Source: an optimization exercise on an open RTL-to-GDS flow (aim: small area and a short achievable clock period). Production flows keep margins and buffers that such runs may drop. Where RTL was checked, it was by simulation tests only, not by an equivalence proof against the original. Function not checked in run 5: the RTL went through the layout flow alone. Power and IR drop assume default switching activity. The clock port is modelled as an ideal driver; clocking choices that lean on that would not hold on a real chip.

File: design/flow/design.v
package cpu_pkg;
    localparam logic [5:0] OP_RTYPE = 6'h00;
    localparam logic [5:0] OP_J     = 6'h02;
    localparam logic [5:0] OP_BEQ   = 6'h04;
    localparam logic [5:0] OP_ADDIU = 6'h09;
    localparam logic [5:0] OP_ORI   = 6'h0D;
    localparam logic [5:0] OP_LW    = 6'h23;
    localparam logic [5:0] OP_SW    = 6'h2B;
    localparam logic [5:0] FN_ADD   = 6'h20;
    localparam logic [5:0] FN_SUB   = 6'h22;
    localparam logic [5:0] FN_SUBU  = 6'h23;
    localparam logic [5:0] FN_SLT   = 6'h2A;
    localparam logic [5:0] FN_SLTU  = 6'h2B;
    localparam logic [1:0] FLT_OK       = 2'd0;
    localparam logic [1:0] FLT_MISALIGN = 2'd1;
    localparam logic [1:0] FLT_RANGE    = 2'd2;
    localparam logic [31:0] NOP_WORD = 32'h0000_0000;
endpackage
module imem_ram #(
    parameter int DEPTH = 64,
    parameter int AW    = $clog2(DEPTH)
) (
    input  logic             clk,
    input  logic [DEPTH-1:0] we,
    input  logic [31:0]      wdata,
    input  logic [AW-1:0]    raddr,
    output logic [31:0]      rdata
);
    logic [31:0] mem_r [DEPTH];
    for (genvar i = 0; i < DEPTH; i++) begin : g_word
        always_ff @(posedge clk) begin
            if (we[i]) begin
                mem_r[i] <= wdata;
            end
        end
    end
    assign rdata = mem_r[raddr];
endmodule
module instr_fetch_mem #(
    parameter int DEPTH = 64,
    parameter int AW    = $clog2(DEPTH)
) (
    input  logic              IF_clk,
    input  logic              rst,
    input  logic              ld_en,
    input  logic [AW-1:0]     ld_addr,
    input  logic [31:0]       ld_data,
    output logic              ld_busy,
    input  logic              req_valid,
    output logic              req_ready,
    input  logic [31:0]       pc,
    output logic              rsp_valid,
    input  logic              rsp_ready,
    output logic [5:0]        ins_Opcode,
    output logic [4:0]        ins_rs,
    output logic [4:0]        ins_rt,
    output logic [4:0]        ins_rd,
    output logic [5:0]        ins_func,
    output logic [25:0]       ins_imm,
    output logic [1:0]        rsp_fault
);
    logic             busy_r;
    logic             busy_we_r;
    logic             busy_wd_r;
    logic [AW-1:0]    clr_cnt_r;
    logic             run_r;
    logic             rdy_r;
    logic             busy_nxt_s;
    logic             rsp_valid_nxt_s;
    logic             rsp_valid_r;
    logic [1:0]       rsp_fault_r;
    logic [31:0]      word_r;
    logic             req_ready_s;
    logic             hs_s;
    logic             misalign_s;
    logic             range_s;
    logic [DEPTH-1:0] ram_we_s;
    logic [31:0]      ram_wdata_s;
    logic [31:0]      ram_rdata_s;
    assign busy_nxt_s = rst || (busy_r && (clr_cnt_r != AW'(DEPTH - 1)));
    always_ff @(posedge IF_clk) begin
        if (rst) begin
            clr_cnt_r <= {AW{1'b0}};
        end else if (busy_r) begin
            clr_cnt_r <= clr_cnt_r + {{(AW-1){1'b0}}, 1'b1};
        end
    end
    always_ff @(posedge IF_clk) begin
        busy_r <= busy_nxt_s;
        run_r  <= !busy_nxt_s;
        rdy_r  <= !busy_nxt_s && !rsp_valid_nxt_s;
    end
    always_ff @(posedge IF_clk) begin
        busy_we_r <= rst || (busy_we_r && (clr_cnt_r != AW'(DEPTH - 1)));
        busy_wd_r <= rst || (busy_wd_r && (clr_cnt_r != AW'(DEPTH - 1)));
    end
    assign req_ready_s = !ld_en && (rdy_r || (run_r && rsp_ready));
    assign hs_s        = req_valid && req_ready_s;
    assign misalign_s  = (pc[1:0] != 2'b00);
    assign range_s     = (pc[31:AW+2] != '0);
    for (genvar i = 0; i < DEPTH; i++) begin : g_we
        assign ram_we_s[i] = busy_we_r || (ld_en && (ld_addr == AW'(i)));
    end
    assign ram_wdata_s = busy_wd_r ? cpu_pkg::NOP_WORD : ld_data;
    imem_ram #(
        .DEPTH (DEPTH),
        .AW    (AW)
    ) u_ram (
        .clk   (IF_clk),
        .we    (ram_we_s),
        .wdata (ram_wdata_s),
        .raddr (pc[AW+1:2]),
        .rdata (ram_rdata_s)
    );
    assign rsp_valid_nxt_s = !rst && (hs_s || (rsp_valid_r && !rsp_ready));
    always_ff @(posedge IF_clk) begin
        rsp_valid_r <= rsp_valid_nxt_s;
    end
    always_ff @(posedge IF_clk) begin
        if (rst) begin
            rsp_fault_r <= cpu_pkg::FLT_OK;
            word_r      <= cpu_pkg::NOP_WORD;
        end else if (hs_s) begin
            if (misalign_s) begin
                rsp_fault_r <= cpu_pkg::FLT_MISALIGN;
                word_r      <= cpu_pkg::NOP_WORD;
            end else if (range_s) begin
                rsp_fault_r <= cpu_pkg::FLT_RANGE;
                word_r      <= cpu_pkg::NOP_WORD;
            end else begin
                rsp_fault_r <= cpu_pkg::FLT_OK;
                word_r      <= ram_rdata_s;
            end
        end
    end
    assign ld_busy    = !run_r;
    assign req_ready  = req_ready_s;
    assign rsp_valid  = rsp_valid_r;
    assign rsp_fault  = rsp_fault_r;
    assign ins_Opcode = word_r[31:26];
    assign ins_rs     = word_r[25:21];
    assign ins_rt     = word_r[20:16];
    assign ins_rd     = word_r[15:11];
    assign ins_func   = word_r[5:0];
    assign ins_imm    = word_r[25:0];
endmodule
File: design/flow/flow/run.sh
#!/bin/bash
set -e
cp standard.sh standard_sh.copy.log
cat >> config.mk <<'EOC'
export BUFFER_PORTS_ARGS = -buffer_cell sky130_fd_sc_hd__buf_4
export CTS_ARGS = -sink_clustering_enable -repair_clock_nets -dont_use_dummy_load -sink_clustering_size 30 -sink_clustering_max_diameter 120
EOC
cp config.mk config_mk.copy.log
bash standard.sh > run_standard.log 2>&1
File: design/flow/standard.sh
#!/bin/bash
# synth_recipe.tcl (not shown) runs the flow's synth.tcl, then flattens the netlist and writes it again
# the make line also repeats each setting of config.mk as NAME=value (left out here)
make -C /OpenROAD-flow-scripts/flow DESIGN_CONFIG=/design/flow/config.mk WORK_HOME=/design/flow/orfs CLKGATE_MAP_FILE= SYNTH_SCRIPT=/design/flow/synth_recipe.tcl "${@:-finish}"
File: design/flow/config.mk
export PLATFORM = sky130hd
export DESIGN_NAME = instr_fetch_mem
export DESIGN_NICKNAME = instr_fetch_mem
export VERILOG_FILES = /design/flow/design.v
export SDC_FILE = /design/flow/constraint.sdc
export NUM_CORES = 4
export LEC_CHECK = 0
export CAP_MARGIN = 20
export CORE_MARGIN = 2
export CORE_UTILIZATION = 55
export SETUP_SLACK_MARGIN = 2.5
export SLEW_MARGIN = 60
export BUFFER_PORTS_ARGS = -buffer_cell sky130_fd_sc_hd__buf_4
export CTS_ARGS = -sink_clustering_enable -repair_clock_nets -dont_use_dummy_load -sink_clustering_size 30 -sink_clustering_max_diameter 120
File: design/flow/constraint.sdc
create_clock -name core_clock -period 5.0 [get_ports {IF_clk}]
set_input_delay 1.0000 -clock core_clock [delete_from_list [all_inputs] [get_ports {IF_clk}]]
set_output_delay 1.0000 -clock core_clock [all_outputs]
set_load 0.01 [all_outputs]
==> impl_metrics.yaml, run 1 <==
status:
  status: "complete, no violations"
global_routing:
  grtUsageTotal: 0.442
  grt_max_degree: 65
  grt_pass1_wl_mm: 412
  antenna_found_initial: 15
  overflow: 0
  grt_pass1_vias: 45500
sta:
  fmax_mhz: 383
  period_needed_ns: 2.61
  finClkSkew_ns: 0.0512
  setup_viol: 0
  fin_crit_sh: 0.523
  hold_ws_ns: 0.506
  slew_violations: 0
  tns_ns: 0
  worstMarginPinSlew_ns: 0.682
  fin_ws_ns: 2.39
  maxSlewHeadroom: 0.545
  rsz0062_at_grt: "yes"
  finalHoldViolCount: 0
clock_network:
  path_clk_slew_ns: 0.11
  clock_latency_ns: 0.77
  cts_max_path_buffers: 3
  cts_tree: "built"
  numCtsBuffers: 79
  cts_max_level: 3
  cts_root_buf: "clkbuf_16"
  clock_sinks: 2094
  cts_hold_buf: 0
yosys:
  synthSimpleGateAreaFrac: 0.0451
  synth_area_um2: 76600
  yosysTopAreaCell: "edfxtp_1"
  synth_top_area_share: 0.803
  synthAdderAreaFrac: 0.000163
  synth_top_family_by_area: "compound AO/OA/AOI/OAI gates"
  ys_seq_area_frac: 0.815
  ys_async_sr_fraction: 0
  ys_warn_count: 3
  yosysUniqueCellTypes: 74
  synth-xor-area-share: 0.000458
  ys_ff_latch: 2094
  synth_fp_nets: 4290
  synth_area_per_cell_um2: 18.2
  syn-instance-count: 4214
  synth-edff-count: 2048
  synth.area.top_cells: "edfxtp_1 80%, a22oi_1 7.0%, dfxtp_1 1.2%, a221oi_1 1.2%, a22o_1 1.1%"
  muxShareOfSynthArea: 0.00373
  synthFlopType: "edfxtp_1"
  synth_compound_area_frac: 0.118
critical_path:
  cpPeakStageDelay_ns: 0.55
  cp-start-kind: "primary input"
  worstPathArrival_ns: 3.25
  slowest_stage: "or4_4"
  setup.worst_path.end_class: "register"
  crit_chain: "buf_16, nand4bb_4, buf_4, nor2_4, buf_8, buf_12, buf_8, a22oi_2, nand4_1, or4_4, nor4_4, o21ai_1"
  critical_path_peak_fanout: 15
  worst-r2r-cell-count: 4
  r2r-end: "u_ram.mem_r[2][22]$_DFFE_PP_"
  timing.rr.start: "busy_we_r$_DFF_P_"
  r2r_setup_slack_ns: 2.81
  crit_required_ns: 5.64
  path_common_cell: "buf_8"
  criticalPathCategory: "in -> reg"
finish:
  fin_area_um2: 89200
  final_nets: 4788
  drive_gt1_frac: 0.233
  areaGrowthSynthToFinish_pct: 16.5
power:
  power_leakage_nw: 34.9
  power_per_cell_area_nw_per_um2: 309
  power_mw: 27.6
  peakVddDrop_v: 0.000317
routing:
  dr.first_iter.drc_count: 11200
  wl_per_cell_um: 48.9
  vias: 50600
  ant_nets: 0
  drc: 0
  vias_per_cell: 7.77
  first_pass_iters: 8
  finalWirelength_mm: 318
flow_run:
  maxCapViolations: 0
floorplanning:
  initial_core_util: 0.555
  rows: 136
  die_h_um: 377
  dieWidth_um: 377
  core_area_um2: 138000
  ios: 133
  die_area_um2: 142000
placement:
  placedInstanceArea_um2: 84400
  io_buffer_count: 132
  dp_hpwl_mm: 197
  post-place-ws_ns: 0.952
  gp_congestion: 0.899
worst_hold_path:
  hold_path_end: "clr_cnt_r[5]$_SDFFE_PP0P_"
  hp-start: "clr_cnt_r[5]$_SDFFE_PP0P_"
  min_path_type: "reg -> reg"
  hold_depth: 2
-- cell usage after synthesis (all sizes together) (10+ instances only) --
library cell  instances
nor4                 40
a22oi               715
and3                 17
dfxtp                46
a221oi              102
nand2               127
nor2b                37
o2bb2ai              10
o22ai                11
a22o                100
nand3                61
o21bai               20
nand4               129
a222oi               14
a21o                 52
o21ai                51
clkbuf              104
a21oi                58
and4                 12
nor2                108
mux2i                24
buf                 157
edfxtp             2048
nand2b               11
nor3                 46
-- cell families after synthesis --
group	after synthesis
adder cells (fa/ha/maj)	1
flip-flops	2094
AO/OA/AOI/OAI	1191
AND/OR/NAND/NOR	633
multiplexers	28
XOR/XNOR	4
buffers and inverters	263
-- metal layers --
layer / global-route usage / vias to the layer above / wire [um]
met4: 0.259 / 14 / 24200
met3: 0.138 / 1126 / 51200
met5: 0 / - / 82
met1: 0.597 / 25800 / 107000
li1: - / 18500 / -
met2: 0.635 / 5207 / 136000
-- flip-flops by register name, indices dropped and copies added (netlist names) --
| register | cells |
|---|---|
| rdy_r | 1 |
| u_ram.mem_r | 2048 |
| rsp_fault_r | 2 |
| clr_cnt_r | 6 |
| run_r | 1 |
| busy_r | 1 |
| rsp_valid_r | 1 |
| busy_wd_r | 1 |
| busy_we_r | 1 |
| word_r | 32 |
-- cells in the final DEF, fill, tap and decap left out, drive strengths merged, types with 5 or more instances in the layout --
cell / n
a211oi: 7
dfxtp: 46
a22o: 100
nor4: 40
nor2b: 37
o22ai: 11
nand4: 129
a22oi: 715
diode: 7
o211ai: 6
nand4bb: 6
o21ai: 51
nand4b: 5
nand3: 61
bufbuf: 6
a2111oi: 7
a32oi: 8
a32o: 5
o21bai: 20
o2bb2ai: 10
a2bb2oi: 7
and4: 12
a21o: 52
nor2: 108
a21oi: 58
buf: 665
a222oi: 14
clkbuf: 85
edfxtp: 2048
a221oi: 102
nor3: 46
nand2b: 12
mux2i: 24
nand2: 127
or2: 8
and3: 17
-- final cells by class --
cell class | count | area (um2)
antenna | 7 | 17.5
clock buffer | 79 | 1980
fill | 9426 | 48700
inverter | 2 | 7.51
multi-input combinational | 1858 | 15000
sequential | 2094 | 62400
tap | 1794 | 2240
timing repair buffer | 677 | 7470
-- stage by stage --
| step | util | std cells |
|---|---|---|
| 6_report | 0.647 | 6511 |
| 3_3_place_gp | 0.596 | 6163 |
| 2_1_floorplan | - | 4214 |
| 4_1_cts | 0.638 | 6455 |
| 5_1_grt | 0.647 | 6504 |
| 3_5_place_dp | 0.612 | 6293 |
-- worst max-delay path: cells and delay by family --
family / cells / cell delay (ns)
buffers and inverters: 5 / 0.73
AND/OR/NAND/NOR: 5 / 1.09
AO/OA/AOI/OAI: 2 / 0.39
-- where the power goes --
part / internal (mW) / switching, mW
sequential: 18.9 / 0.00188
combinational: 0.227 / 0.398
clock: 2.87 / 5.13
-- worst max path at each step --
stage | startpoint | end | slack [ns]
floorplan | pc[6] | word_r[25]$_SDFFE_PP0P_ | 2.18
global placement | pc[3] | word_r[21]$_SDFFE_PP0P_ | 0.21
detailed placement | pc[3] | word_r[3]$_SDFFE_PP0P_ | 0.95
CTS | pc[2] | word_r[12]$_SDFFE_PP0P_ | 2.40
global route | pc[2] | word_r[1]$_SDFFE_PP0P_ | 2.41
finish | pc[6] | word_r[25]$_SDFFE_PP0P_ | 2.39
-- what timing repair did --
item,CTS,global route
setup endpoints to repair,45,38
pin swaps,46,67
buffers inserted,74,37
gates resized for setup,138,110
cloned,9,5
endpoints found under the hold margin,0,0
==> run 2: changes to the inputs <==
--- a/design/flow/config.mk
+++ b/design/flow/config.mk
@@ -9,3 +9,3 @@
 export CORE_MARGIN = 2
-export CORE_UTILIZATION = 55
+export CORE_UTILIZATION = 62
 export SETUP_SLACK_MARGIN = 2.5
==> run 2 against run 1 <==
First-iteration DRC count grew 10%; routed wire length shrank 2.6%; core utilization grew 7.4 points; die area shrank 11%; cell count shrank 3.2%; clock skew shrank 0.011 ns; flip-flop and latch count is the same; worst setup slack gained 0.0034 ns; sequential share of layout area grew 0.84 points; count of clock-buffer cells in the layout is the same; largest power group unchanged.
==> impl_metrics.yaml, run 2 <==
status:
  status: "complete, no violations"
finish:
  layout_commonest_cell: "edfxtp_1"
  reg_top3: "u_ram.mem_r x2048, word_r x32, clr_cnt_r x6"
  fin_area_um2: 88100
  largest_register: "u_ram.mem_r"
  largest_reg_flops: 2048
  final_nets: 4749
  drive_gt1_frac: 0.221
  fillerInstances: 7442
  final_cell_mix: "2048 x edfxtp_1, 698 x a22oi_1, 401 x buf_4, 129 x nand4_1, 124 x nand2_1"
  fin_util: 0.721
  areaGrowthSynthToFinish_pct: 15.1
  instances_no_fill: 6305
critical_path:
  r2r-end: "word_r[29]$_SDFFE_PP0P_"
  critical_path_peak_fanout: 15
  path_buf_inv: 3
  cp_top_family: "buffers and inverters"
  crit_chain: "buf_16, nand4b_1, buf_4, nor2_4, buf_4, a22o_1, a221oi_2, nand4_1, nor4b_4, a22oi_1"
  cp-start-kind: "primary input"
  crit_cells: 10
  cp-endpoint: "word_r[30]$_SDFFE_PP0P_"
  timing.rr.start: "run_r$_DFF_P_"
  crit_path_start: "pc[4]"
  path_common_cell: "buf_4"
  worstPathArrival_ns: 3.24
  cpPeakStageDelay_ns: 0.49
  r2r_setup_slack_ns: 2.69
  slowest_stage: "buf_4"
  criticalPathCategory: "in -> reg"
  crit_required_ns: 5.63
  setup.worst_path.end_class: "register"
  worst-r2r-cell-count: 8
sta:
  slew_violations: 0
  finalHoldViolCount: 0
  fin_crit_sh: 0.522
  rsz0062_at_grt: "yes"
  worstMarginPinSlew_ns: 0.668
  tns_ns: 0
  fin_ws_ns: 2.39
  maxSlewHeadroom: 0.553
  fmax_mhz: 383
  finClkSkew_ns: 0.0399
  period_needed_ns: 2.61
  setup_viol: 0
floorplanning:
  die_h_um: 355
  core_area_um2: 122000
  rows: 128
  die_area_um2: 126000
  dieWidth_um: 355
  ios: 133
  initial_core_util: 0.626
yosys:
  synth-edff-count: 2048
  synth_top_area_share: 0.803
  synth_area_per_cell_um2: 18.2
  ys_async_sr_fraction: 0
  yosysMostFrequentCell: "edfxtp_1"
  synth_area_um2: 76600
  synth_fp_nets: 4290
  yosysTopAreaCell: "edfxtp_1"
  ys_ff_latch: 2094
  synth.area.top_cells: "edfxtp_1 80%, a22oi_1 7.0%, dfxtp_1 1.2%, a221oi_1 1.2%, a22o_1 1.1%"
  ys_seq_area_frac: 0.815
  yosysUniqueCellTypes: 74
  synthFlopType: "edfxtp_1"
  ys_warn_count: 3
  syn-instance-count: 4214
  synth_common_cells: "2048 x edfxtp_1, 715 x a22oi_1, 129 x nand4_1, 127 x nand2_1, 104 x nor2_1"
placement:
  dp_hpwl_mm: 194
  post-place-cells: 6094
  gp_congestion: 0.933
  post-place-ws_ns: 0.775
  placedInstanceArea_um2: 83700
  io_buffer_count: 132
routing:
  ant_nets: 0
  vias_per_cell: 8.04
  first_pass_iters: 7
  dr.first_iter.drc_count: 12400
  wl_per_cell_um: 49.2
  vias: 50700
  drc: 0
  finalWirelength_mm: 310
power:
  power_leakage_nw: 34.5
  power_per_cell_area_nw_per_um2: 312
  peakVddDrop_v: 0.000282
global_routing:
  grt_pass1_wl_mm: 405
  grtUsageTotal: 0.487
  overflow: 0
  antenna_found_initial: 13
  grt_max_degree: 65
  grt_pass1_vias: 45800
worst_hold_path:
  hold_depth: 2
  min_path_type: "reg -> reg"
clock_network:
  cts_root_buf: "clkbuf_16"
  clock_latency_ns: 0.74
  path_clk_slew_ns: 0.11
  numCtsBuffers: 79
  cts_max_path_buffers: 3
  cts_max_level: 3
  clock_sinks: 2094
  cts_tree: "built"
flow_run:
  maxCapViolations: 0
==> run 2: cell counts after synthesis <==
No cell type changed its count.
==> run 2: cell type report <==
cell class	count	area, um2	share of cell area
inverter	2	7.51	0.0000852
sequential	2094	62400	0.709
tap	1625	2030	0.0231
multi-input combinational	1859	14900	0.169
antenna	9	22.5	0.000256
clock buffer	79	1980	0.0224
timing repair buffer	637	6710	0.0761
==> run 2: cell families (layout without fill, tap and decap cells) <==
kind of cell             count (synthesis)  after routing  synth area share
flip-flops                            2094           2094             0.815
AND/OR/NAND/NOR                        633            635            0.0451
other                                    0              9                 0
XOR/XNOR                                 4              4          0.000458
buffers and inverters                  263            718            0.0172
multiplexers                            28             28           0.00373
adder cells (fa/ha/maj)                  1              1          0.000163
AO/OA/AOI/OAI                         1191           1191             0.118
==> run 2: timing repair <==
item	4_1_cts	5_1_grt
setup buffers	67	43
gates cloned	5	3
pin swaps	41	46
resized for setup	130	84
hold buffers	0	0
endpoints found under the setup margin	102	90
==> run 2: how the worst min path moves through the flow <==
stage,startpoint,end,slack (ns)
after floorplan,clr_cnt_r[5]$_SDFFE_PP0P_,clr_cnt_r[5]$_SDFFE_PP0P_,0.46
after global placement,clr_cnt_r[5]$_SDFFE_PP0P_,clr_cnt_r[5]$_SDFFE_PP0P_,0.47
after detailed placement,word_r[27]$_SDFFE_PP0P_,word_r[27]$_SDFFE_PP0P_,0.46
after CTS,word_r[27]$_SDFFE_PP0P_,word_r[27]$_SDFFE_PP0P_,0.48
after global routing,word_r[27]$_SDFFE_PP0P_,word_r[27]$_SDFFE_PP0P_,0.53
final,word_r[27]$_SDFFE_PP0P_,word_r[27]$_SDFFE_PP0P_,0.49
==> run 2: layer usage <==
metal	GRT usage	part of all wire	vias to the layer above
li1	-	-	18400
met1	0.649	0.32	25200
met2	0.695	0.42	5758
met3	0.166	0.18	1274
met4	0.305	0.083	12
met5	0.00981	0.00025	-
==> run 2: power by group <==
| part | internal (mW) | switching, mW |
|---|---|---|
| Clock | 2.87 | 5.11 |
| Combinational | 0.200 | 0.379 |
| Sequential | 18.9 | 0.00198 |
==> run 2: per-stage QoR <==
step / total power [mW] / hold slack [ns]
finish: 27.5 / 0.490
global route: 27.9 / 0.527
CTS: 27.3 / 0.483
detailed placement: 19.8 / 0.463
global placement: 19.7 / 0.468
floorplan: 19.5 / 0.459
==> run 2: worst reg2reg max path: cells and delay by family (launching register included) <==
| family | cells | cell delay (ns) |
|---|---|---|
| flip-flops | 1 | 0.36 |
| AO/OA/AOI/OAI | 4 | 0.68 |
| buffers and inverters | 1 | 0.54 |
| AND/OR/NAND/NOR | 3 | 0.66 |
==> run 3: changes to the inputs <==
--- a/design/flow/design.v
+++ b/design/flow/design.v
@@ -25,3 +25,3 @@
     input  logic [31:0]      wdata,
-    input  logic [AW-1:0]    raddr,
+    input  logic [DEPTH-1:0] rsel,
     output logic [31:0]      rdata
@@ -36,3 +36,16 @@
     end
-    assign rdata = mem_r[raddr];
+    logic [31:0] l1_s [DEPTH/2];
+    logic [31:0] l2_s [DEPTH/8];
+    logic [31:0] l3_s [DEPTH/32];
+    for (genvar k = 0; k < DEPTH/2; k++) begin : g_l1
+        assign l1_s[k] = (mem_r[2*k] & {32{rsel[2*k]}}) |
+                         (mem_r[2*k+1] & {32{rsel[2*k+1]}});
+    end
+    for (genvar k = 0; k < DEPTH/8; k++) begin : g_l2
+        assign l2_s[k] = l1_s[4*k] | l1_s[4*k+1] | l1_s[4*k+2] | l1_s[4*k+3];
+    end
+    for (genvar k = 0; k < DEPTH/32; k++) begin : g_l3
+        assign l3_s[k] = l2_s[4*k] | l2_s[4*k+1] | l2_s[4*k+2] | l2_s[4*k+3];
+    end
+    assign rdata = l3_s[0] | l3_s[1];
 endmodule
@@ -79,2 +92,3 @@
     logic [31:0]      ram_rdata_s;
+    logic [DEPTH-1:0] ram_rsel_s;
     assign busy_nxt_s = rst || (busy_r && (clr_cnt_r != AW'(DEPTH - 1)));
@@ -104,2 +118,5 @@
     assign ram_wdata_s = busy_wd_r ? cpu_pkg::NOP_WORD : ld_data;
+    for (genvar i = 0; i < DEPTH; i++) begin : g_rsel
+        assign ram_rsel_s[i] = (pc[AW+1:2] == AW'(i));
+    end
     imem_ram #(
@@ -111,3 +128,3 @@
         .wdata (ram_wdata_s),
-        .raddr (pc[AW+1:2]),
+        .rsel  (ram_rsel_s),
         .rdata (ram_rdata_s)
--- a/design/flow/config.mk
+++ b/design/flow/config.mk
@@ -9,3 +9,3 @@
 export CORE_MARGIN = 2
-export CORE_UTILIZATION = 62
+export CORE_UTILIZATION = 55
 export SETUP_SLACK_MARGIN = 2.5
==> run 3 against run 2 <==
Worst hold slack better by 0.0095 ns; die area is 13% higher; core utilization is 8.9 points lower; still clean; routed wire length is 4.0% higher; cell area is 0.28% lower; clock skew is 0.025 ns higher; flip-flop and latch count stayed put; synthesized area is 0.27% higher; worst setup slack better by 0.042 ns; register-to-register slack worse by 0.12 ns; sequential share of layout area is 0.21 points higher.
==> impl_metrics.yaml, run 3 <==
status:
  status: "complete, no violations"
finish:
  largest_register: "u_ram.mem_r"
  ff_latch_area_um2: 62400
  fin_util: 0.632
  fillerInstances: 9762
  multiInputGateArea_um2: 14900
  reg_top3: "u_ram.mem_r x2048, word_r x32, clr_cnt_r x6"
  largest_reg_flops: 2048
  layout_commonest_cell: "edfxtp_1"
  areaGrowthSynthToFinish_pct: 14.5
  final_nets: 4653
  final_cell_mix: "2048 x edfxtp_1, 787 x a22oi_1, 311 x buf_4, 155 x nand2_1, 143 x nand4_1"
  drive_gt1_frac: 0.204
  fin_area_um2: 87800
  instances_no_fill: 6457
floorplanning:
  ios: 133
  initial_core_util: 0.552
  die_h_um: 378
  rows: 137
  dieWidth_um: 378
  die_area_um2: 143000
  core_area_um2: 139000
yosys:
  yosysUniqueCellTypes: 68
  synth_top_area_share: 0.801
  synth-xor-area-share: 0.000456
  ys_seq_area_frac: 0.813
  synth_common_cells: "2048 x edfxtp_1, 807 x a22oi_1, 157 x nand2_1, 143 x nand4_1, 134 x clkbuf_1"
  synth.area.top_cells: "edfxtp_1 80%, a22oi_1 7.9%, dfxtp_1 1.2%, nand4_1 1.2%, nand2_1 0.77%"
  syn-instance-count: 4214
  synth_top_family_by_area: "compound AO/OA/AOI/OAI gates"
  synthSimpleGateAreaFrac: 0.0473
  synth_compound_area_frac: 0.112
  synth_area_per_cell_um2: 18.2
  ys_async_sr_fraction: 0
  synthAdderAreaFrac: 0.000163
  muxShareOfSynthArea: 0.00875
  synth_area_um2: 76800
  synth_fp_nets: 4290
  yosysMostFrequentCell: "edfxtp_1"
  ys_ff_latch: 2094
  ys_warn_count: 6
  synthFlopType: "edfxtp_1"
  synth-edff-count: 2048
  yosysTopAreaCell: "edfxtp_1"
clock_network:
  cts_max_path_buffers: 3
  cts_max_level: 3
  cts_tree: "built"
  path_clk_slew_ns: 0.11
  numCtsBuffers: 79
  clock_latency_ns: 0.76
  cts_root_buf: "clkbuf_16"
  clock_sinks: 2094
sta:
  fin_crit_sh: 0.514
  finalHoldViolCount: 0
  fmax_mhz: 389
  fin_ws_ns: 2.43
  slew_violations: 0
  finClkSkew_ns: 0.0646
  hold_ws_ns: 0.500
  setup_viol: 0
  period_needed_ns: 2.57
  maxSlewHeadroom: 0.559
  rsz0062_at_grt: "yes"
  worstMarginPinSlew_ns: 0.662
  tns_ns: 0
power:
  power_leakage_nw: 34.2
  clock_power_share: 0.291
  seqPwrFrac: 0.689
  peakVddDrop_v: 0.000295
  p_switching_mw: 5.50
  power_mw: 27.5
  switching_share: 0.200
  power_per_cell_area_nw_per_um2: 313
  p_int_mw: 22.0
  pwr-share-comb: 0.020
placement:
  gp_congestion: 0.918
  io_buffer_count: 132
  dp_hpwl_mm: 195
  placedInstanceArea_um2: 84600
  post-place-ws_ns: 0.943
  post-place-cells: 6310
flow_run:
  maxCapViolations: 0
routing:
  vias_per_cell: 7.73
  vias: 49900
  finalWirelength_mm: 323
  ant_nets: 0
  first_pass_iters: 11
  dr.first_iter.drc_count: 11600
  wl_per_cell_um: 50.0
  drc: 0
critical_path:
  path_buf_inv: 3
  cpPeakStageDelay_ns: 0.53
  cp_top_family: "simple AND/OR/NAND/NOR gates"
  crit_chain: "buf_12, nor2_4, buf_6, and3_4, buf_4, a22oi_1, nand4_1, and4b_1, a32oi_1"
  slowest_stage: "and3_4"
  worstPathArrival_ns: 3.22
  crit_required_ns: 5.66
  criticalPathCategory: "in -> reg"
  critical_path_peak_fanout: 28
  setup.worst_path.end_class: "register"
  cp-start-kind: "primary input"
global_routing:
  grt_pass1_wl_mm: 417
  grtUsageTotal: 0.450
  antenna_found_initial: 9
  grt_pass1_vias: 45000
  grt_max_degree: 65
  overflow: 0
worst_hold_path:
  min_path_type: "reg -> reg"
-- run 3: cell types whose count changed after synthesis, sizes merged, moves of 38 or more --
cell,change
a21oi,-38
a221oi,-70
a22o,-45
a22oi,+92
nor2,-40
o21ai,-44
-- run 3: what timing repair did --
| item | CTS | global route |
|---|---|---|
| setup endpoints to repair | 61 | 68 |
| pin swaps | 17 | 15 |
| buffers inserted | 38 | 15 |
| cloned | 2 | 1 |
| resized for setup | 73 | 28 |
| hold buffers | 0 | 0 |
| hold endpoints to repair | 0 | 0 |
-- run 3: layout make-up --
cell class / count / share of cell area
Clock buffer: 79 / 0.0225
Inverter: 4 / 0.000171
Sequential cell: 2094 / 0.711
Multi-Input combinational cell: 1841 / 0.170
Timing Repair Buffer: 557 / 0.0701
Antenna cell: 6 / 0.000171
Tap cell: 1876 / 0.0267
-- run 3: cell families (layout without fill, tap and decap cells) --
family                   Yosys count  after routing
multiplexers                      65             65
flip-flops                      2094           2094
buffers and inverters            279            640
XOR/XNOR                           4              4
other                              0              6
adder cells (fa/ha/maj)            1              1
AO/OA/AOI/OAI                   1126           1126
AND/OR/NAND/NOR                  645            645
-- run 3: per-layer routing --
layer	routed length (um)	track usage	share of wire	vias to the layer above
li1	-	-	-	18200
met3	52600	0.138	0.16	1086
met2	138000	0.643	0.43	5268
met1	108000	0.605	0.33	25400
met4	24800	0.280	0.077	4
met5	18	0	0.000056	-
-- run 3: worst paths after layout --
kind / slack, ns / end / start / cells past startpoint
setup / recovery: 2.43 / word_r[2]$_SDFFE_PP0P_ / pc[5] / 9
hold / removal: 0.50 / clr_cnt_r[5]$_SDFFE_PP0P_ / clr_cnt_r[5]$_SDFFE_PP0P_ / 2
setup reg to reg: 2.57 / u_ram.mem_r[6][14]$_DFFE_PP_ / busy_we_r$_DFF_P_ / 3
hold reg to reg: 0.50 / clr_cnt_r[5]$_SDFFE_PP0P_ / clr_cnt_r[5]$_SDFFE_PP0P_ / 2
-- run 3: worst min-delay path, stage by stage, from the launching register on --
cell,delay [ns]
dfxtp_1,0.33
o21ai_0,0.07
a21oi_1,0.06
-- run 3: power by group through the flow --
stage	registers, mW	logic [mW]	clock network, mW
CTS	18.9	0.513	7.89
floorplan	19.3	0.187	0
global route	18.9	0.538	8.38
global placement	19.3	0.443	0
detailed placement	19.3	0.477	0
finish	18.9	0.552	7.98
==> run 4: changes to the inputs <==
==> design/flow/flow/run.sh (replaced) <==
#!/bin/bash
set -e
cp standard.sh standard_sh.copy.log
cat >> config.mk <<'EOC'
export BUFFER_PORTS_ARGS = -buffer_cell sky130_fd_sc_hd__buf_4
export CTS_ARGS = -sink_clustering_enable -repair_clock_nets -dont_use_dummy_load -sink_clustering_size 24 -sink_clustering_max_diameter 100
EOC
cp config.mk config_mk.copy.log
bash standard.sh > run_standard.log 2>&1
--- a/design/flow/config.mk
+++ b/design/flow/config.mk
@@ -13,2 +13,2 @@
 export BUFFER_PORTS_ARGS = -buffer_cell sky130_fd_sc_hd__buf_4
-export CTS_ARGS = -sink_clustering_enable -repair_clock_nets -dont_use_dummy_load -sink_clustering_size 30 -sink_clustering_max_diameter 120
+export CTS_ARGS = -sink_clustering_enable -repair_clock_nets -dont_use_dummy_load -sink_clustering_size 24 -sink_clustering_max_diameter 100
==> run 4 against run 3 <==
Still clean on timing, DRC and antenna; synthesized area unchanged; via count up 0.68%; synthesized cell count did not move; cell count up 0.29%; critical path depth is 2 higher; global-route usage shrank 0.077 points; worst setup slack improved by 0.0038 ns; sequential share of layout area shrank 0.32 points; clock skew barely moved; routed wire length shrank 0.16%; combinational power about the same; die area did not move; largest cell class unchanged.
==> impl_metrics.yaml, run 4 <==
status:
  status: "complete, no violations"
routing:
  first_pass_iters: 8
  wl_per_cell_um: 49.7
  finalWirelength_mm: 322
  drc: 0
  ant_nets: 0
  vias: 50300
  dr.first_iter.drc_count: 11300
  vias_per_cell: 7.76
flow_run:
  maxCapViolations: 0
finish:
  layout_commonest_cell: "edfxtp_1"
  fin_area_um2: 88200
  largest_reg_flops: 2048
  fillerInstances: 9723
  fin_util: 0.635
  final_cell_mix: "2048 x edfxtp_1, 788 x a22oi_1, 318 x buf_4, 155 x nand2_1, 143 x nand4_1"
  largest_register: "u_ram.mem_r"
  drive_gt1_frac: 0.207
  areaGrowthSynthToFinish_pct: 15.0
  final_nets: 4670
  reg_top3: "u_ram.mem_r x2048, word_r x32, clr_cnt_r x6"
sta:
  slew_violations: 0
  maxSlewHeadroom: 0.548
  fmax_mhz: 390
  finClkSkew_ns: 0.0646
  setup_viol: 0
  rsz0062_at_grt: "no"
  period_needed_ns: 2.56
  fin_crit_sh: 0.513
  tns_ns: 0
  worstMarginPinSlew_ns: 0.677
  finalHoldViolCount: 0
yosys:
  ys_async_sr_fraction: 0
  ys_warn_count: 6
  yosysTopAreaCell: "edfxtp_1"
  synth-edff-count: 2048
  synth_common_cells: "2048 x edfxtp_1, 807 x a22oi_1, 157 x nand2_1, 143 x nand4_1, 134 x clkbuf_1"
  yosysUniqueCellTypes: 68
  synth_top_area_share: 0.801
  ys_ff_latch: 2094
  syn-instance-count: 4214
  synth.area.top_cells: "edfxtp_1 80%, a22oi_1 7.9%, dfxtp_1 1.2%, nand4_1 1.2%, nand2_1 0.77%"
  synth_fp_nets: 4290
  synthFlopType: "edfxtp_1"
  yosysMostFrequentCell: "edfxtp_1"
  ys_seq_area_frac: 0.813
  synth_area_um2: 76800
  synth_area_per_cell_um2: 18.2
global_routing:
  grt_max_degree: 65
  grt_pass1_wl_mm: 416
  grtUsageTotal: 0.449
  antenna_found_initial: 10
  overflow: 0
  grt_pass1_vias: 45200
placement:
  placedInstanceArea_um2: 84600
  dp_hpwl_mm: 195
  io_buffer_count: 132
  gp_congestion: 0.918
power:
  seqPwrFrac: 0.672
  clock_power_share: 0.309
  pwr-share-comb: 0.020
  p_switching_mw: 5.62
  p_int_mw: 22.6
  power_per_cell_area_nw_per_um2: 319
  switching_share: 0.199
  peakVddDrop_v: 0.000283
  power_leakage_nw: 34.4
clock_network:
  cts_max_path_buffers: 3
  path_clk_slew_ns: 0.09
  clock_latency_ns: 0.76
  cts_root_buf: "clkbuf_16"
  numCtsBuffers: 97
  cts_max_level: 3
  cts_tree: "built"
  clock_sinks: 2094
  cts_hold_buf: 0
floorplanning:
  die_h_um: 378
  rows: 137
  die_area_um2: 143000
  dieWidth_um: 378
  core_area_um2: 139000
  initial_core_util: 0.552
  ios: 133
critical_path:
  cp-start-kind: "primary input"
  timing.rr.start: "busy_we_r$_DFF_P_"
  critical_path_peak_fanout: 23
  crit_path_start: "pc[7]"
  crit_required_ns: 5.61
  worst-r2r-cell-count: 3
  r2r-end: "u_ram.mem_r[6][25]$_DFFE_PP_"
  criticalPathCategory: "in -> reg"
  r2r_setup_slack_ns: 2.46
  worstPathArrival_ns: 3.18
  setup.worst_path.end_class: "register"
worst_hold_path:
  min_path_type: "reg -> reg"
  hp-start: "clr_cnt_r[5]$_SDFFE_PP0P_"
  hold_depth: 2
  hold_path_end: "clr_cnt_r[5]$_SDFFE_PP0P_"
run 4: final cells by class:
type / count / area [um2] / share of cell area
clock buffers: 97 / 2430 / 0.0275
well taps: 1876 / 2350 / 0.0266
inverters: 4 / 15.0 / 0.000170
diodes: 8 / 20.0 / 0.000227
flip-flops and latches: 2094 / 62400 / 0.708
multi-input cells: 1841 / 14900 / 0.169
repair buffers: 556 / 6110 / 0.0692
run 4: through the flow:
stage	hold slack, ns	power, mW	setup slack [ns]	cells
after global placement	0.463	19.8	0.757	6196
after floorplan	0.454	19.5	2.33	4214
after detailed placement	0.483	19.8	0.943	6310
final	0.495	28.2	2.44	6476
after CTS	0.496	28.1	2.48	6448
after global routing	0.531	28.6	2.50	6468
run 4: routing by layer:
metal | vias to the layer above | global-route usage | wire length [um]
met4 | 12 | 0.268 | 25300
met5 | - | 0 | 77
met1 | 25400 | 0.604 | 107000
li1 | 18300 | - | -
met3 | 1216 | 0.139 | 53300
met2 | 5361 | 0.647 | 136000
run 4: how the worst max path moves through the flow:
stage / slack, ns / endpoint
after detailed placement: 0.94 / word_r[16]$_SDFFE_PP0P_
after floorplan: 2.33 / word_r[29]$_SDFFE_PP0P_
final: 2.44 / word_r[9]$_SDFFE_PP0P_
after global placement: 0.76 / word_r[9]$_SDFFE_PP0P_
after global routing: 2.50 / word_r[29]$_SDFFE_PP0P_
after CTS: 2.48 / word_r[19]$_SDFFE_PP0P_
run 4: worst max-delay path, cell delays in order:
cell and delay [ns]:
buf_16 0.17, or2_4 0.21, buf_4 0.15, nor2_4 0.07, buf_8 0.17, buf_12 0.22
a22oi_1 0.30, nand2_1 0.14, nor4_4 0.43, buf_4 0.18, a32oi_1 0.08
run 4: cells by family (layout without fill, tap and decap cells):
family / count (synthesis) / after routing / share of synthesized area
AOI/OAI and AO/OA: 1126 / 1126 / 0.112
xor gates and xnor gates: 4 / 4 / 0.000457
adders and majority gates: 1 / 1 / 0.000163
buffers and inverters: 279 / 657 / 0.0176
DFF: 2094 / 2094 / 0.813
muxes: 65 / 65 / 0.00875
other: 0 / 8 / 0
and+or+nand+nor: 645 / 645 / 0.0473
run 4: power by group through the flow:
stage                     clock network (mW)  registers (mW)  logic (mW)
after global placement                     0            19.3       0.443
after floorplan                            0            19.3       0.187
final                                   8.70            18.9       0.553
after CTS                               8.63            18.9       0.507
after global routing                    9.13            18.9       0.539
after detailed placement                   0            19.3       0.477
run 4: what timing repair did:
action                     CTS  global route
setup endpoints to repair   46            65
resized for setup           68            26
gates cloned                 0             2
pin swaps                   17             9
setup buffers               41            11
==> run 5: changes to the inputs <==
--- a/design/flow/design.v
+++ b/design/flow/design.v
@@ -24,2 +24,3 @@
     input  logic [DEPTH-1:0] we,
+    input  logic [DEPTH-1:0] we2,
     input  logic [31:0]      wdata,
@@ -32,3 +33,6 @@
             if (we[i]) begin
-                mem_r[i] <= wdata;
+                mem_r[i][15:0] <= wdata[15:0];
+            end
+            if (we2[i]) begin
+                mem_r[i][31:16] <= wdata[31:16];
             end
@@ -76,2 +80,3 @@
     logic             busy_we_r;
+    logic             busy_we2_r;
     logic             busy_wd_r;
@@ -90,2 +95,3 @@
     logic [DEPTH-1:0] ram_we_s;
+    logic [DEPTH-1:0] ram_we2_s;
     logic [31:0]      ram_wdata_s;
@@ -108,2 +114,3 @@
         busy_we_r <= rst || (busy_we_r && (clr_cnt_r != AW'(DEPTH - 1)));
+        busy_we2_r <= rst || (busy_we2_r && (clr_cnt_r != AW'(DEPTH - 1)));
         busy_wd_r <= rst || (busy_wd_r && (clr_cnt_r != AW'(DEPTH - 1)));
@@ -115,3 +122,4 @@
     for (genvar i = 0; i < DEPTH; i++) begin : g_we
-        assign ram_we_s[i] = busy_we_r || (ld_en && (ld_addr == AW'(i)));
+        assign ram_we_s[i]  = busy_we_r  || (ld_en && (ld_addr == AW'(i)));
+        assign ram_we2_s[i] = busy_we2_r || (ld_en && (ld_addr == AW'(i)));
     end
@@ -127,2 +135,3 @@
         .we    (ram_we_s),
+        .we2   (ram_we2_s),
         .wdata (ram_wdata_s),
--- a/design/flow/config.mk
+++ b/design/flow/config.mk
@@ -11,3 +11,3 @@
 export SETUP_SLACK_MARGIN = 2.5
-export SLEW_MARGIN = 60
+export SLEW_MARGIN = 20
 export BUFFER_PORTS_ARGS = -buffer_cell sky130_fd_sc_hd__buf_4
==> run 5 against run 4 <==
Core utilization shrank 0.14 points; critical path type unchanged; register-to-register slack gained 0.03 ns; still clean; power rose by 0.17%; first-iteration DRC count up 2.0%; largest cell class unchanged; worst hold slack got worse by 0.041 ns; count of clock-buffer cells in the layout is the same; largest power group unchanged; critical endpoint is now u_ram.mem_r[56][5]$_DFFE_PP_.
==> impl_metrics.yaml, run 5 <==
routing:
  first_pass_iters: 8
  vias: 50500
  drc: 0
  dr.first_iter.drc_count: 11500
  ant_nets: 0
  finalWirelength_mm: 318
  wl_per_cell_um: 48.1
  vias_per_cell: 7.63
yosys:
  synthSimpleGateAreaFrac: 0.0609
  yosysUniqueCellTypes: 64
  synth-xor-area-share: 0.000453
  ys_async_sr_fraction: 0
  muxShareOfSynthArea: 0.00842
  yosysMostFrequentCell: "edfxtp_1"
  synthFlopType: "edfxtp_1"
  yosysTopAreaCell: "edfxtp_1"
  synth_top_area_share: 0.796
  synth_area_per_cell_um2: 17.8
  ys_warn_count: 6
  syn-instance-count: 4346
  synth_common_cells: "2048 x edfxtp_1, 780 x a22oi_1, 197 x nand2_1, 141 x nand4_1, 124 x clkbuf_1"
  synth_top_family_by_area: "compound AO/OA/AOI/OAI gates"
  synth_area_um2: 77300
  ys_seq_area_frac: 0.808
  ys_ff_latch: 2095
  synth.area.top_cells: "edfxtp_1 80%, a22oi_1 7.6%, dfxtp_1 1.2%, nand4_1 1.1%, nand2_1 0.96%"
  synth-edff-count: 2048
  synth_compound_area_frac: 0.105
  synth_fp_nets: 4422
  synthAdderAreaFrac: 0.000162
sta:
  hold_ws_ns: 0.454
  fmax_mhz: 371
  finalHoldViolCount: 0
  slew_violations: 0
  maxSlewHeadroom: 0.170
  fin_crit_sh: 0.539
  rsz0062_at_grt: "yes"
  period_needed_ns: 2.69
  finClkSkew_ns: 0.0559
  worstMarginPinSlew_ns: 1.25
  tns_ns: 0
  setup_viol: 0
critical_path:
  worst-r2r-cell-count: 8
  setup.worst_path.end_class: "register"
  cp-start-kind: "primary input"
  worstPathArrival_ns: 3.02
  crit_required_ns: 5.33
  critical_path_peak_fanout: 16
  criticalPathCategory: "in -> reg"
clock_network:
  cts_tree: "built"
  path_clk_slew_ns: 0.09
  cts_hold_buf: 0
  numCtsBuffers: 97
  clock_latency_ns: 0.77
  clock_sinks: 2095
  cts_max_level: 3
  cts_root_buf: "clkbuf_16"
  cts_max_path_buffers: 3
placement:
  io_buffer_count: 132
  dp_hpwl_mm: 186
  post-place-cells: 6295
  gp_congestion: 0.928
floorplanning:
  die_area_um2: 143000
  dieWidth_um: 379
  core_area_um2: 140000
  die_h_um: 379
  ios: 133
  rows: 137
  initial_core_util: 0.554
global_routing:
  antenna_found_initial: 9
  overflow: 0
  grt_pass1_vias: 45100
  grt_max_degree: 65
  grt_pass1_wl_mm: 410
  grtUsageTotal: 0.439
finish:
  largest_reg_flops: 2048
  fillerInstances: 9955
  layout_commonest_cell: "edfxtp_1"
  reg_top3: "u_ram.mem_r x2048, word_r x32, clr_cnt_r x6"
  instances_no_fill: 6624
  final_nets: 4818
  areaGrowthSynthToFinish_pct: 14.4
  final_cell_mix: "2048 x edfxtp_1, 741 x a22oi_1, 451 x buf_4, 195 x nand2_1, 141 x nand4_1"
  largest_register: "u_ram.mem_r"
  drive_gt1_frac: 0.218
power:
  peakVddDrop_v: 0.000257
  power_leakage_nw: 34.4
  power_mw: 28.2
  power_per_cell_area_nw_per_um2: 319
worst_hold_path:
  min_path_type: "reg -> reg"
  hold_depth: 2
status:
  status: "complete, no violations"
flow_run:
  maxCapViolations: 0
==> run 5: cell types whose count changed in the layout (fill, tap and decap cells not counted), moves of 18 or more <==
cell	previous run	this run
o21bai_4	20	0
nand2b_2	0	68
buf_6	109	28
or2_2	0	45
buf_8	30	6
nand2_1	155	195
a22oi_1	788	741
a21o_4	29	0
nor2_1	17	35
buf_4	318	451
a22oi_2	19	39
==> run 5: kinds of logic after synthesis <==
logic type,Yosys count
muxes,65
AOI/OAI and AO/OA,1046
and+or+nand+nor,853
adders and majority gates,1
buffers and inverters,282
xor gates and xnor gates,4
DFF,2095
==> run 5: final timing paths <==
path	start	to	slack (ns)
max	ld_addr[2]	u_ram.mem_r[56][5]$_DFFE_PP_	2.31
min	busy_we2_r$_DFF_P_	busy_we2_r$_DFF_P_	0.45
max reg2reg	run_r$_DFF_P_	word_r[19]$_SDFFE_PP0P_	2.49
min reg2reg	busy_we2_r$_DFF_P_	busy_we2_r$_DFF_P_	0.45
==> run 5: cell type report <==
class | instances | area [um2] | area share
antenna | 8 | 20.0 | 0.000227
multi-input combinational | 1974 | 15600 | 0.176
sequential | 2095 | 62400 | 0.707
timing repair buffer | 568 | 5530 | 0.0625
tap | 1876 | 2350 | 0.0266
inverter | 6 | 22.5 | 0.000255
clock buffer | 97 | 2430 | 0.0275
==> run 5: where the power goes <==
group,switching [mW],internal [mW],leakage [nW]
clock network,5.25,3.47,1.20
logic,0.358,0.214,7.54
registers,0.00193,18.9,25.7
==> run 5: timing repair <==
| action | CTS | global route |
|---|---|---|
| resized for setup | 129 | 144 |
| setup endpoints to repair | 49 | 314 |
| cloned | 7 | 7 |
| setup buffers | 146 | 64 |
| pin swaps | 61 | 63 |
==> run 5: critical path, cell delays in order <==
cell and delay, ns:
buf_4 0.14, nand2b_1 0.19, nor3_1 0.61, nand2_1 0.30
nand2b_2 0.77
==> run 5: through the flow <==
stage                     utilization  setup slack (ns)  cell area (um2)
after CTS                       0.623              2.39            86900
after detailed placement        0.590             0.374            82300
after global placement          0.589             0.383            82200
after global routing            0.633              2.41            88300
after floorplan                     -              2.20            77900
final                           0.633              2.31            88400
==> run 5: layer usage <==
metal | track usage | wire, um | vias up
met2 | 0.598 | 130000 | 5243
met5 | 0.0117 | 598 | -
met3 | 0.193 | 59800 | 985
li1 | - | - | 18600
met1 | 0.608 | 110000 | 25700
met4 | 0.197 | 18400 | 26

static timing again, ports no longer ideal:
No port has a modelled driver above. Below, the same layouts with a new extraction and two added sets of constraints. Step 1 (the two cells are an assumption about what drives the block):
set clk [get_ports {IF_clk}]
set_driving_cell -lib_cell sky130_fd_sc_hd__clkbuf_16 $clk
set_driving_cell -lib_cell sky130_fd_sc_hd__buf_2 [delete_from_list [all_inputs] $clk]
Step 2, shift: input delay + t, output delay - t, t = (earliest + latest rising clock arrival at the registers) / 2. This alone moves slack from input paths to output paths. a / b / c = ideal ports / drivers / drivers and shift; a / b = the first two.
run | t (ns) | setup WS [ns] | worst setup path after step 2 | cell pins on the clock port's net
run 1 | 0.827 | 2.387 / 2.252 / 1.425 | input to register | 1
run 2 | 0.805 | 2.390 / 2.339 / 1.533 | input to register | 1
run 3 | 0.817 | 2.432 / 2.266 / 1.449 | input to register | 1
run 4 | 0.811 | 2.436 / 2.184 / 1.373 | input to register | 1
run 5 | 0.812 | 2.307 / 2.202 / 1.390 | input to register | 1
After both steps setup and hold are still met in every run listed. The setup slack of run 4, which loses most, moves by -0.252 ns with the drivers and by -1.063 ns with both steps.
